What follows belongs to an exercise in optimizing a design on an open flow for small area, a short achievable clock period and few clock cycles; a production flow would make more cautious choices.
RTL that was checked went through simulation tests only; none was proved equivalent to the original.
Power and IR drop assume default switching activity.

// square_multiply_modexp_trace
module square_multiply_modexp_trace #(
    parameter int unsigned EXP_WIDTH = 32,
    parameter int unsigned MOD_WIDTH = 32
) (
    input  logic         i_clk,
    input  logic         i_rst_n,
    input  logic         s_axis_tvalid,
    output logic         s_axis_tready,
    input  logic [95:0]  s_axis_tdata,
    output logic         m_axis_tvalid,
    input  logic         m_axis_tready,
    output logic [71:0]  m_axis_tdata,
    output logic         m_axis_tuser,
    output logic         m_axis_tlast
);
Size: ~1400 cells after synthesis, about 190 flip-flops.
Settings: LEC_CHECK=0, CAP_MARGIN=20, CORE_MARGIN=2, CORE_UTILIZATION=45, CTS_BUF_LIST=sky130_fd_sc_hd__clkbuf_8, CTS_CLUSTER_SIZE=6, PLACE_DENSITY=0.7, SETUP_SLACK_MARGIN=5, SLEW_MARGIN=20; clock period 11.0 ns.
standard.sh (not shown) runs the stock make flow with config.mk's settings and CLKGATE_MAP_FILE= SYNTH_SCRIPT=/design/flow/synth_recipe.tcl, a recipe that flattens the netlist after the stock synthesis.
==> flow/flow/run.sh <==
#!/bin/bash
# Layout flow: the standard layout (standard.sh, ORFS from synthesis to
# finish, unchanged synthesis), except that every input and output port gets
# a sky130_fd_sc_hd__buf_1 as its port buffer instead of the default cell that
# buffer_ports picks. The full output goes to standard.log in the work folder;
# ORFS keeps each step's own log under orfs/logs.
set -euo pipefail
bash standard.sh "BUFFER_PORTS_ARGS=-buffer_cell sky130_fd_sc_hd__buf_1" finish > standard.log 2>&1
Testbench counts at the start, summed over its fixed seeds: cycles 105,102.
==> next run, changes <==
Settings changed: ABC_AREA set to 1, CORE_UTILIZATION 45 to 40, CTS_BUF_LIST sky130_fd_sc_hd__clkbuf_8 to not set, CTS_CLUSTER_SIZE 6 to not set, PLACE_DENSITY 0.7 to not set.
- The changed run finished clean
- register-to-register slack loses 0.07 ns
- via count rose slightly
- utilization fell by 2.3 points
- clock power rose by a quarter to a third
- area after synthesis fell by a few percent
- final area rose by a few percent
- hold slack loses 0.031 ns
- die area rose by roughly a tenth
- global-route usage fell by 1.5 points
- routed wire length rose slightly
==> next run, changes <==
Settings changed: ABC_AREA 1 to not set, CTS_BUF_LIST set to sky130_fd_sc_hd__clkbuf_8, CTS_CLUSTER_SIZE set to 8, PLACE_DENSITY set to 0.75.
Result: The new run went through all stages and came out clean. Synthesized cell count goes down by 15%. Total power goes down by 20%. Sequential share of layout area goes up by 1.4 points. Synthesized area goes up by 3.0%. Cell area goes down by 3.8%. Utilization goes down by 3.3 points. Clock skew goes up by 0.0071 ns. Maximum frequency goes up by 0.45%. Register-to-register slack is better by 0.03 ns.
==> next run, changes <==
Settings changed: CORE_UTILIZATION 40 to 50, CTS_CLUSTER_SIZE 8 to 6.
After rerunning:
- The new run finished with timing, DRC and antenna clean
- setup slack loses 0.012 ns
- cell area went down by 1.0%
- area after synthesis does not change
- via count rises by 0.47%
- sequential power hardly moves
- cell count decreases by 4.1%

---

Setup of before:
The RTL this note starts from:
==> flow/design.v <==
package smme_pkg;
    localparam int unsigned FIELD_W = 32;
    localparam int unsigned ROW_W   = 5;
    typedef struct packed {
        logic [FIELD_W-1:0] base;
        logic [FIELD_W-1:0] expo;
        logic [FIELD_W-1:0] modulus;
        logic [5:0]         top;
        logic               empty;
    } t_job;
endpackage
module smme_step #(
    parameter int ARCH = 2
) (
    input  logic [31:0] i_r,
    input  logic        i_b,
    input  logic [31:0] i_y,
    input  logic [31:0] i_m,
    input  logic        i_mz,
    output logic [31:0] o_r
);
    logic [33:0] w_s;
    logic [34:0] w_d1, w_d2;
    logic        w_c0, w_c1, w_c2;
    smme_add #(34, ARCH) u_s (
        .i_a({1'b0, i_r, i_b}), .i_b({2'b00, i_y}), .i_c(1'b0),
        .o_s(w_s), .o_co(w_c0));
    smme_add #(35, ARCH) u_d1 (
        .i_a({1'b0, w_s}), .i_b(~{2'b00, i_mz, i_m}), .i_c(1'b1),
        .o_s(w_d1), .o_co(w_c1));
    smme_add #(35, ARCH) u_d2 (
        .i_a({1'b0, w_s}), .i_b(~{1'b0, i_mz, i_m, 1'b0}), .i_c(1'b1),
        .o_s(w_d2), .o_co(w_c2));
    assign o_r = !w_d2[34] ? w_d2[31:0] : (!w_d1[34] ? w_d1[31:0] : w_s[31:0]);
endmodule
module smme_add #(
    parameter int W = 32,
    parameter int ARCH = 1
) (
    input  logic [W-1:0] i_a,
    input  logic [W-1:0] i_b,
    input  logic         i_c,
    output logic [W-1:0] o_s,
    output logic         o_co
);
    logic [W-1:0] p, g, G, P;
    always_comb begin
        p = i_a ^ i_b;
        g = i_a & i_b;
        g[0] = g[0] | (p[0] & i_c);
        G = g;
        P = p;
        if (ARCH == 0) begin
            for (int i = 1; i < W; i++) begin
                G[i] = G[i] | (P[i] & G[i-1]);
                P[i] = P[i] & P[i-1];
            end
        end else if (ARCH == 1) begin
            for (int l = 0; (1 << l) < W; l++)
                for (int i = (2 << l) - 1; i < W; i += (2 << l)) begin
                    G[i] = G[i] | (P[i] & G[i - (1 << l)]);
                    P[i] = P[i] & P[i - (1 << l)];
                end
            for (int l = $clog2(W) - 2; l >= 0; l--)
                for (int i = 3 * (1 << l) - 1; i < W; i += (2 << l)) begin
                    G[i] = G[i] | (P[i] & G[i - (1 << l)]);
                    P[i] = P[i] & P[i - (1 << l)];
                end
        end else if (ARCH == 2) begin
            for (int l = 0; (1 << l) < W; l++)
                for (int i = 0; i < W; i++)
                    if ((i >> l) & 1) begin
                        G[i] = G[i] | (P[i] & G[((i >> l) << l) - 1]);
                        P[i] = P[i] & P[((i >> l) << l) - 1];
                    end
        end else begin
            for (int l = 0; (1 << l) < W; l++)
                for (int i = W - 1; i >= (1 << l); i--) begin
                    G[i] = G[i] | (P[i] & G[i - (1 << l)]);
                    P[i] = P[i] & P[i - (1 << l)];
                end
        end
        o_s[0] = p[0] ^ i_c;
        for (int i = 1; i < W; i++) o_s[i] = p[i] ^ G[i-1];
        o_co = G[W-1];
    end
endmodule
module square_multiply_modexp_trace #(
    parameter int unsigned EXP_WIDTH = 32,
    parameter int unsigned MOD_WIDTH = 32
) (
    input  logic         i_clk,
    input  logic         i_rst_n,
    input  logic         s_axis_tvalid,
    output logic         s_axis_tready,
    input  logic [95:0]  s_axis_tdata,
    output logic         m_axis_tvalid,
    input  logic         m_axis_tready,
    output logic [71:0]  m_axis_tdata,
    output logic         m_axis_tuser,
    output logic         m_axis_tlast
);
    logic q_idle, q_red, q_sqr, q_mul;
    logic [31:0] r_m;      
    logic        r_mz;     
    logic [31:0] r_e;      
    logic [31:0] r_b;      
    logic [31:0] r_acc;    
    logic [31:0] r_sq;     
    logic [4:0]  r_cnt;    
    logic        r_first;  
    logic        r_bz0;    
    logic        r_bz;     
    logic [4:0]  r_pos;    
    logic [4:0]  r_row;
    logic        r_xb;     
    logic        r_valid, r_bit, r_last, r_user;
    logic        w_x;
    logic [31:0] w_r, w_y, w_res;
    assign w_x = r_first ? (q_sqr || (q_red ? !r_bz0 : !r_bz)) : r_xb;
    assign w_r = r_first ? 32'd0 : (q_sqr ? r_sq : r_acc);
    assign w_y = (w_x && !q_red) ? (q_sqr ? r_acc : r_sq) : 32'd0;
    smme_step u_step (
        .i_r(w_r), .i_b(w_x & q_red), .i_y(w_y), .i_m(r_m), .i_mz(r_mz),
        .o_r(w_res)
    );
    logic [31:0] w_src;
    logic [4:0]  w_lead, w_next;
    logic        w_last;
    assign w_src = q_sqr ? r_acc : r_b;            
    always_comb begin
        w_lead = 5'd0;
        for (int k = 1; k < 32; k++)
            if (w_src[k]) w_lead = 5'(k);
    end
    assign w_last = r_first ? (w_src[31:1] == 31'd0) : (r_cnt == 5'd0);
    assign w_next = (r_first ? w_lead : r_cnt) - 5'd1;
    logic w_op, w_hold, w_run, w_end, w_empty, w_tomul, w_emit, w_done, w_gosq, w_skip;
    assign w_op    = q_red | q_sqr | q_mul;
    assign w_hold  = r_valid && !m_axis_tready;    
    assign w_run   = w_op && !w_hold && !(q_red && w_last && !r_e[31] && r_pos != 5'd0);
    assign w_end   = w_run && w_last;
    assign w_empty = q_red && !r_e[31];            
    assign w_tomul = q_sqr && r_e[31];
    assign w_emit  = w_end && !w_tomul;            
    assign w_done  = w_emit && (w_empty || r_pos == 5'd0);   
    assign w_gosq  = w_emit && !w_done;
    assign w_skip  = q_red && !r_e[31] && r_pos != 5'd0;
    always_ff @(posedge i_clk) begin
        r_bz <= (r_b == 32'd0);
        if (q_idle) begin
            r_m  <= s_axis_tdata[95:64];
            r_mz <= (s_axis_tdata[95:64] == 32'd0);
            r_e  <= s_axis_tdata[63:32];
            r_b  <= s_axis_tdata[31:0];
            r_bz0 <= (s_axis_tdata[31:0] == 32'd0);
            r_first <= 1'b1;
            r_pos <= 5'd31;
        end else begin
            if (w_skip || w_gosq) begin
                r_e   <= {r_e[30:0], 1'b0};
                r_pos <= r_pos - 5'd1;
            end
            if (q_red && w_end) r_b <= w_res;
            if (w_run) begin
                r_first <= w_end;
                r_cnt   <= w_next;
                r_xb    <= w_src[w_next];
            end
        end
        if (w_run) begin
            if (q_sqr) begin
                r_sq <= w_res;
                if (w_end) r_acc <= w_res;
            end else if (w_end && w_empty) begin
                r_acc <= 32'd0;
                r_sq  <= 32'd0;
            end else begin
                r_acc <= w_res;
                if (w_end && q_red) r_sq <= 32'd1;
            end
        end
        if (w_emit) begin
            r_bit  <= !w_empty && (q_red || q_mul);
            r_row  <= q_red ? 5'd0 : r_row + 5'd1;
            r_last <= w_done;
            r_user <= w_empty;
        end
        if (!i_rst_n) begin
            q_idle  <= 1'b1;
            q_red   <= 1'b0;
            q_sqr   <= 1'b0;
            q_mul   <= 1'b0;
            r_valid <= 1'b0;
        end else begin
            r_valid <= w_emit || w_hold;
            if (q_idle && s_axis_tvalid) begin
                q_idle <= 1'b0;
                q_red  <= 1'b1;
            end
            if (w_end) begin
                q_red  <= 1'b0;
                q_sqr  <= w_gosq;
                q_mul  <= w_tomul;
                q_idle <= w_done;
            end
        end
    end
    assign s_axis_tready = q_idle;
    assign m_axis_tvalid = r_valid;
    assign m_axis_tdata  = {2'b00, r_row, r_acc, r_sq, r_bit};
    assign m_axis_tuser  = r_user;
    assign m_axis_tlast  = r_last;
endmodule
export LEC_CHECK = 0
export CAP_MARGIN = 20
export CORE_MARGIN = 2
export CORE_UTILIZATION = 40
export SETUP_SLACK_MARGIN = 5
export SLEW_MARGIN = 20
create_clock -name core_clock -period 11.0 [get_ports {i_clk}]
Scripts as last shown in full above: flow/flow/run.sh
before completed; timing, DRC and antenna clean
What after does differently from before at the input level:
==> flow/run.sh (new file) <==
#!/bin/bash
# synth_recipe.tcl (not shown) runs the flow's synth.tcl, then flattens the netlist and writes it again
# the make line also repeats each setting of config.mk as NAME=value (left out here)
make -C /OpenROAD-flow-scripts/flow DESIGN_CONFIG=/design/flow/config.mk WORK_HOME=/design/flow/orfs CLKGATE_MAP_FILE= SYNTH_SCRIPT=/design/flow/synth_recipe.tcl finish
removed: flow/flow/run.sh
removed: flow/standard.sh
### Flow results
Growth of design area from synthesis to finish (higher): after
Of after and before, it is after that has the higher relative contribution of combinational cells to total power.
In the flow results for after and before, the sequential share of layout area is larger on before.
Looking at destination of the critical timing path, the r_b[0] result is from before; the r_b[14] one comes from after.
According to the power report, total power for after is higher than for before.
Going from before to after, layout filler cell count shrank by a few percent.
after vs. before: worst-margin pin slew climbed 0.099 ns; wire length of the first global-routing pass went up by 1.9%; clock latency of the later-clocked register in the worst-skew pair stayed essentially flat; combined global-route utilization of all metal layers moved up.
Comparing after with before, the clock slew seen by the registers of the worst setup and hold paths came out essentially unchanged.
No run of this note included a check of the RTL's function; only the layout flow was run.

---

run A:
Another version of the RTL of square_multiply_modexp_trace (not shown whole).
For scale: roughly 21000 um^2 of cells after synthesis.
Settings: LEC_CHECK=0, CAP_MARGIN=20, CORE_MARGIN=2, CORE_UTILIZATION=40, PLACE_DENSITY=0.6, SETUP_SLACK_MARGIN=5, SLEW_MARGIN=20; clock period 11.0 ns.
==> flow/flow/run.sh <==
#!/bin/bash
# Layout flow: the standard layout (standard.sh, ORFS from synthesis to
# finish, unchanged synthesis), except that every input and output port gets
# a sky130_fd_sc_hd__buf_1 as its port buffer instead of the default cell that
# buffer_ports picks. The full output goes to standard.log in the work folder;
# ORFS keeps each step's own log under orfs/logs.
set -euo pipefail
bash standard.sh "BUFFER_PORTS_ARGS=-buffer_cell sky130_fd_sc_hd__buf_1" finish > standard.log 2>&1
Run A was carried through to the last stage, and its layout satisfied the timing, DRC and antenna checks.
Testbench counts of run A, summed over its fixed seeds: cycles 57,882.
Modified inputs, run B compared to run A
- swapping 40 for 45 in CORE_UTILIZATION
- swapping 0.6 for 0.7 in PLACE_DENSITY
## What came out
Compared run A against run B; clock power within noise.
Sort run A and run B by core utilization, ascending, and run A comes first.
On run B: clock period minus worst slack is 76 ps lower than what run A gave.
Going from run A to run B, global-route usage rose by 2.6 points; pin count of the biggest net entering global routing fell by 34.
In the final reports, the cell area of run B is larger than that of run A.
In terms of combinational logic power, run A and run B differ only marginally.
Compared with run A, in run B share of power burned in registers went down by 0.3 points; net count reported at finish went up by 15.
Comparing run A and run B, the lower average vias per placed instance was measured on run A.
[inputs] run C vs run B
- PLACE_DENSITY now 0.75, was 0.7
- SYNTH_HIERARCHICAL now 1, previously not set
- SYNTH_MINIMUM_KEEP_SIZE now 1000, previously not set
- CORE_UTILIZATION now 50, was 45
==> comparison <==
Run C closes out successfully: all stages finished, all timing, DRC and antenna checks passed.
The via count of the routed design of run C was superior to that of run B.
Run C vs run B: power share of the clock group down
Diff run B -> run C: cell area fell by 4.1%; via count of the first global-routing pass stayed essentially flat.
Full die area, run C vs run B: down by a little under 10%
Compare run B and run C | overall routed net length lower: run C
--- input diff run C..run D ---
- swapping 50 for 40 in CORE_UTILIZATION
- swapping 0.75 for 0.6 in PLACE_DENSITY
- clearing SYNTH_MINIMUM_KEEP_SIZE, which used to be 1000
Looking at library cell contributing the largest single delay on the critical path, the ha_1 result is from run D; the edfxtp_1 one comes from run C.
Run C leaves less setup margin than run D.
HPWL after detailed placement ends up lower on run C.
Combinational share of power sits higher in run D than in run C.
Global-route usage for run D is lower than for run C.
Run C -> run D: number of cells upsized or downsized after cts increased by more than 10%
The inputs of run E differ from those of run D as listed below.
- swapping 0.6 for 0.75 in PLACE_DENSITY
- swapping 40 for 50 in CORE_UTILIZATION
[summary]
- Summary of run E over run D: fraction of power consumed by the clock network now sits lower; final-layout non-clock buffer area share -0.28 points.
- Between run E and run D, the number of remaining DRC errors figures differ only marginally.
- [compare] base=run D new=run E: number of global-route vias before repair decreased 0.85%; area growth from synthesis to layout decreased 1.3 points; share of the core filled with cells increased 11 points.
Relative to run E, the following input files were edited for run F:
- SYNTH_HIERARCHICAL: 1 -> unset
### Flow results
- Relative to run E, the final instance area of run F is lower by about 5%.
- On area taken by flip-flops and latches, run E and run F are basically level.
- Sum of routed wire length over all layers grows slightly when moving from run E to run F.
- Taking run E as the reference, in run F die area fell by about 10%; maximum vdd ir drop fell by 0.025 mV; number of placement rows fell by 5; design internal power fell by about 7.5%.
- The final layouts of run E and run F pass the timing, DRC and antenna checks.
- Placed standard-cell area ends up higher on run E.
- A capture point of the worst path of r_sq[24] is what run E shows, while r_sq[14] belongs to run F.
- Run F vs. run E: slack of the critical path went down, area of combinational cells with multiple inputs decreased by 9.0% relative to the old numbers.

---

Another version of the RTL of square_multiply_modexp_trace (not shown whole).
Size in the first run: roughly 2100 cells after synthesis, ~260 flip-flops, roughly 0.020 mm² of cells after synthesis.
clock: 11.0 ns
lec_check: 0
cap_margin: 20
core_margin: 2
core_utilization: 50
cts_buf_list: sky130_fd_sc_hd__clkbuf_8
place_density: 0.75
setup_slack_margin: 5
slew_margin: 20
Scripts as last shown in full above: flow/flow/run.sh
Testbench counts at the start, summed over its fixed seeds: cycles 61,419.
Next try:
CORE_UTILIZATION = 40   (was 50)
CTS_CLUSTER_SIZE = 8   (was not set)
PLACE_DENSITY = 0.6   (was 0.75)
The changed run went through all stages and came out clean.
Synthesized area stays the same.
Synthesized cell count is unchanged.
Setup slack improved by 110 ps.

==> static timing again, ports no longer ideal <==
Ports are ideal in the flow. The routed layouts listed here were re-timed in OpenROAD.
Step 1, drivers: a clkbuf_16 drives i_clk and a buf_2 each remaining input, both assumed.
Step 2 times the ports against the registers' clock, not the clock port: input delays grow and output delays shrink by t, the midpoint of the rising clock arrivals with the driver on.
Three values: ideal, step 1, step 2; two values: the first two.
run	t (ns)	slack for setup (ns)	worst setup path at the end
the first run of note 1	0.534	5.244 / 5.244 / 5.244	register to register
the second run of note 1	0.502	5.171 / 5.171 / 5.171	register to register
the third run of note 1	0.523	5.196 / 5.196 / 5.196	register to register
the fourth run of note 1	0.530	5.185 / 5.185 / 5.185	register to register
before	0.504	5.012 / 5.012 / 5.012	register to register
after	0.514	4.861 / 4.861 / 4.861	register to register
run A	0.663	4.737 / 4.737 / 4.737	register to register
run B	0.647	4.813 / 4.813 / 4.813	register to register
run C	0.657	4.941 / 4.941 / 4.941	register to register
run D	0.653	5.177 / 5.177 / 5.177	register to register
run E	0.651	5.148 / 5.148 / 5.148	register to register
run F	0.661	4.743 / 4.743 / 4.743	register to register
the first run of note 4	0.716	4.804 / 4.804 / 4.804	register to register
the second run of note 4	0.700	4.916 / 4.916 / 4.916	register to register
After both steps every run listed still meets setup and hold.
